What follows belongs to an exercise in optimizing a design on an open flow for small area, a short achievable clock period and few clock cycles; a production flow would make more cautious choices.
In this exercise RTL edits were held to simulation tests only and were not proved equivalent to the original.

## pn_evaluator
module pn_evaluator (
    input  wire                         clk,
    input  wire                         rst_n,
    input  wire [1:0]                   mode,
    input  wire                         operator,
    input  wire [pn_pkg::operand_w-1:0] in,
    input  wire                         in_valid,
    output logic                        out_valid,
    output pn_pkg::result_t             out
);
make LEC_CHECK=0 ABC_CLOCK_PERIOD_IN_PS=3000 CAP_MARGIN=20 CORE_MARGIN=2 CORE_UTILIZATION=40 SETUP_SLACK_MARGIN=2.5 SLEW_MARGIN=20 TNS_END_PERCENT=100 finish   # period 9.0 ns
run.sh (not shown) runs the stock make flow with config.mk's settings and CLKGATE_MAP_FILE= SYNTH_SCRIPT=/design/flow/synth_recipe.tcl, a recipe that flattens the netlist after the stock synthesis.
Testbench counts at the start, summed over its fixed seeds: cycles 11,704.
Edit:
--- a/flow/config.mk
+++ b/flow/config.mk
@@ -10,5 +10,5 @@
 export CORE_MARGIN = 2
 export CORE_UTILIZATION = 40
-export SETUP_SLACK_MARGIN = 2.5
+export CTS_BUF_LIST = sky130_fd_sc_hd__clkbuf_4 sky130_fd_sc_hd__clkbuf_8
+export SETUP_SLACK_MARGIN = 4.5
 export SLEW_MARGIN = 20
-export TNS_END_PERCENT = 100
- worst hold slack improves by 9.5 ps
- final area is higher by 20%
- maximum frequency rises by 21%
- count of clock-buffer cells in the layout drops by 4

========
== P ==
pn_evaluator again, from the RTL that the note above started with.
Settings: LEC_CHECK=0, ABC_CLOCK_PERIOD_IN_PS=3000, CAP_MARGIN=20, CORE_MARGIN=2, CORE_UTILIZATION=40, SETUP_SLACK_MARGIN=3.0, SLEW_MARGIN=20, TNS_END_PERCENT=100; clock period 9.0 ns.
P went all the way through synthesis, placement and routing and the layout is clean on timing, DRC and antenna.
Testbench counts of P, summed over its fixed seeds: cycles 11,704.
Inputs modified between P and Q:
Settings: changing SETUP_SLACK_MARGIN from 3.0 to 4.5.
[summary]
Q: flow completed, timing, DRC and antenna clean. Setup slack: Q more than P. NOTE maximum achievable frequency P->Q increased by a little under 10%. Compound-cell area share of the yosys netlist delta (Q -> P): insignificant. Comparing sequential portion of the cell area for P and Q, the bigger number came from P. Q vs P, clock buffer and inverter area fraction after layout went down by 0.26 points. [compare] base=P new=Q: wire length of the first global-routing pass now larger, final cell count higher.
What R does differently from Q at the input level:
Settings: SETUP_SLACK_MARGIN now 3.5, was 4.5.
--- outcome ---
For R and Q, there was not a single run that failed to finish clean.
For the multi-input gate area in the final layout, R came in about 10% lower than Q did.
The final critical-path share of the clock period of R is higher than that of Q.
When R is measured against Q, its clock transition time at the flip-flop clock pins of the worst setup and hold paths turns out 0.02 ns lower.
met2 routed wirelength shrinks by a little under 10% when moving from Q to R.
Count of vias placed by the detailed router on R is ahead of Q.
Taking Q as the reference, in R count of clock-buffer cells in the layout now larger; insertion delay to the later sink of the worst-skew pair about even; met1 layer usage reported by global route lost 1.8 points; cell area lower.
Compared R vs Q, and non-clock buffer contribution to total cell area is down in R.
Note that the wire length recorded for R amounts to 0.905 times the value seen in Q.
--- input diff R..S ---
Settings: ABC_CLOCK_PERIOD_IN_PS changed from 3000 to 2500; SETUP_SLACK_MARGIN changed from 3.5 to 5.0; CORE_UTILIZATION changed from 40 to 50.
## What came out
- Compared with R, S shows a growth of design area from synthesis to finish that is 16 points higher.
- Routed wire in S totals more than in R.
- Taking R as the reference point, the met2 track demand over resource of S rises by 15 points.
- Compared with R, S shows per-cell routed wire length higher by 1.4 um.
- Buffering stage count on the worst path with inverters included was higher in S than in R.

========
Setup of zinc:
pn_evaluator, a different RTL version from the one above (not shown whole).
For scale: ~1700 cells after synthesis, roughly 150 flip-flops, ~26 I/O pins, about 15000 sq um of cells after synthesis.
==> flow/config.mk <==
export PLATFORM = sky130hd
export DESIGN_NAME = pn_evaluator
export DESIGN_NICKNAME = pn_evaluator
export VERILOG_FILES = /design/flow/design.v
export SDC_FILE = /design/flow/constraint.sdc
export NUM_CORES = 4
export LEC_CHECK = 0
export ABC_CLOCK_PERIOD_IN_PS = 3000
export CAP_MARGIN = 20
export CORE_MARGIN = 2
export CORE_UTILIZATION = 55
export SETUP_SLACK_MARGIN = 3.5
export SLEW_MARGIN = 20
export TNS_END_PERCENT = 100
==> flow/constraint.sdc <==
create_clock -name core_clock -period 9.0 [get_ports {clk}]
set_input_delay 1.8000 -clock core_clock [delete_from_list [all_inputs] [get_ports {clk}]]
set_output_delay 1.8000 -clock core_clock [all_outputs]
set_load 0.01 [all_outputs]
Testbench counts of zinc, summed over its fixed seeds: cycles 11,704.
Edits applied to the flow inputs when going from zinc to quartz:
- CORE_UTILIZATION changed from 55 to 40
## What came out
Looking at required arrival time at the worst endpoint, quartz sits 100 ps above zinc.
quartz -> zinc: number of sequential cells in the layout delta 0, exact match
quartz and zinc ended up with roughly the same worst setup slack.
quartz ended up with a higher worst hold margin than zinc did.
On total vias in the final route: between quartz and zinc, it ends up higher for quartz.
Sort quartz and zinc by tapcell count desc -> top: quartz
### quartz -> raven
- changing CORE_UTILIZATION from 40 to 30
==> run summary <==
Per the comparison of raven with quartz, vias after detailed routing decreased by about 1% relative to the old numbers, cell count after placement shows an increase of 7.2%, slack of the critical path -38 ps.
## Diff of input files: fjord against raven
- TNS_END_PERCENT: 100 -> 0
- CORE_UTILIZATION: 30 -> 40
- Against raven, fjord comes in 1.4 MHz higher on upper clock frequency limit.
- fjord vs raven, worst-path maximum fanout went up by 6.
- fjord vs raven — total core area dropped 12000 sq um.
- Comparing raven and fjord, routed length on met1 is lower on fjord.
- raven → fjord: width of the die moved down; first-pass GRT wire length level.

==> separate check: timing with driven ports <==
In the flow no input, the clock included, has a driving cell. The finished layouts below were timed again as built, in two steps. Step 1, drivers: a clkbuf_16 drives clk and a buf_2 each remaining input, both assumed. Step 2, shift: input delay + t, output delay - t, t = (earliest + latest rising clock arrival at the registers) / 2. This alone moves slack from input paths to output paths. Three values: ideal ports, drivers, drivers and shift; two values: the first two.
| run | t (ns) | setup slack, ns | slew at the worst register clock pin (ns) | worst slew at a driven data input, ns | cell pins on the clock port's net |
|---|---|---|---|---|---|
| the first run of note 1 | 0.491 | 2.635 / 2.647 / 2.156 | 0.07 / 0.07 | 0.04 | 1 |
| the second run of note 1 | 0.517 | 3.719 / 3.716 / 3.199 | 0.11 / 0.11 | 0.06 | 1 |
| P | 0.487 | 3.196 / 3.168 / 2.758 | 0.07 / 0.07 | 0.04 | 1 |
| Q | 0.489 | 3.676 / 3.678 / 3.189 | 0.08 / 0.08 | 0.06 | 1 |
| R | 0.486 | 3.580 / 3.609 / 3.123 | 0.07 / 0.07 | 0.04 | 1 |
| S | 0.486 | 3.618 / 3.630 / 3.144 | 0.07 / 0.07 | 0.06 | 1 |
| zinc | 0.483 | 3.485 / 3.485 / 3.277 | 0.07 / 0.07 | 0.04 | 1 |
| quartz | 0.481 | 3.485 / 3.483 / 3.247 | 0.07 / 0.07 | 0.04 | 1 |
| raven | 0.483 | 3.447 / 3.447 / 3.169 | 0.07 / 0.07 | 0.04 | 1 |
| fjord | 0.482 | 3.489 / 3.489 / 3.135 | 0.07 / 0.07 | 0.04 | 1 |
After both steps every run listed still meets setup and hold. For the second run of note 1, which loses most, drivers alone change the setup slack by -0.003 ns; drivers and shift together by -0.520 ns.
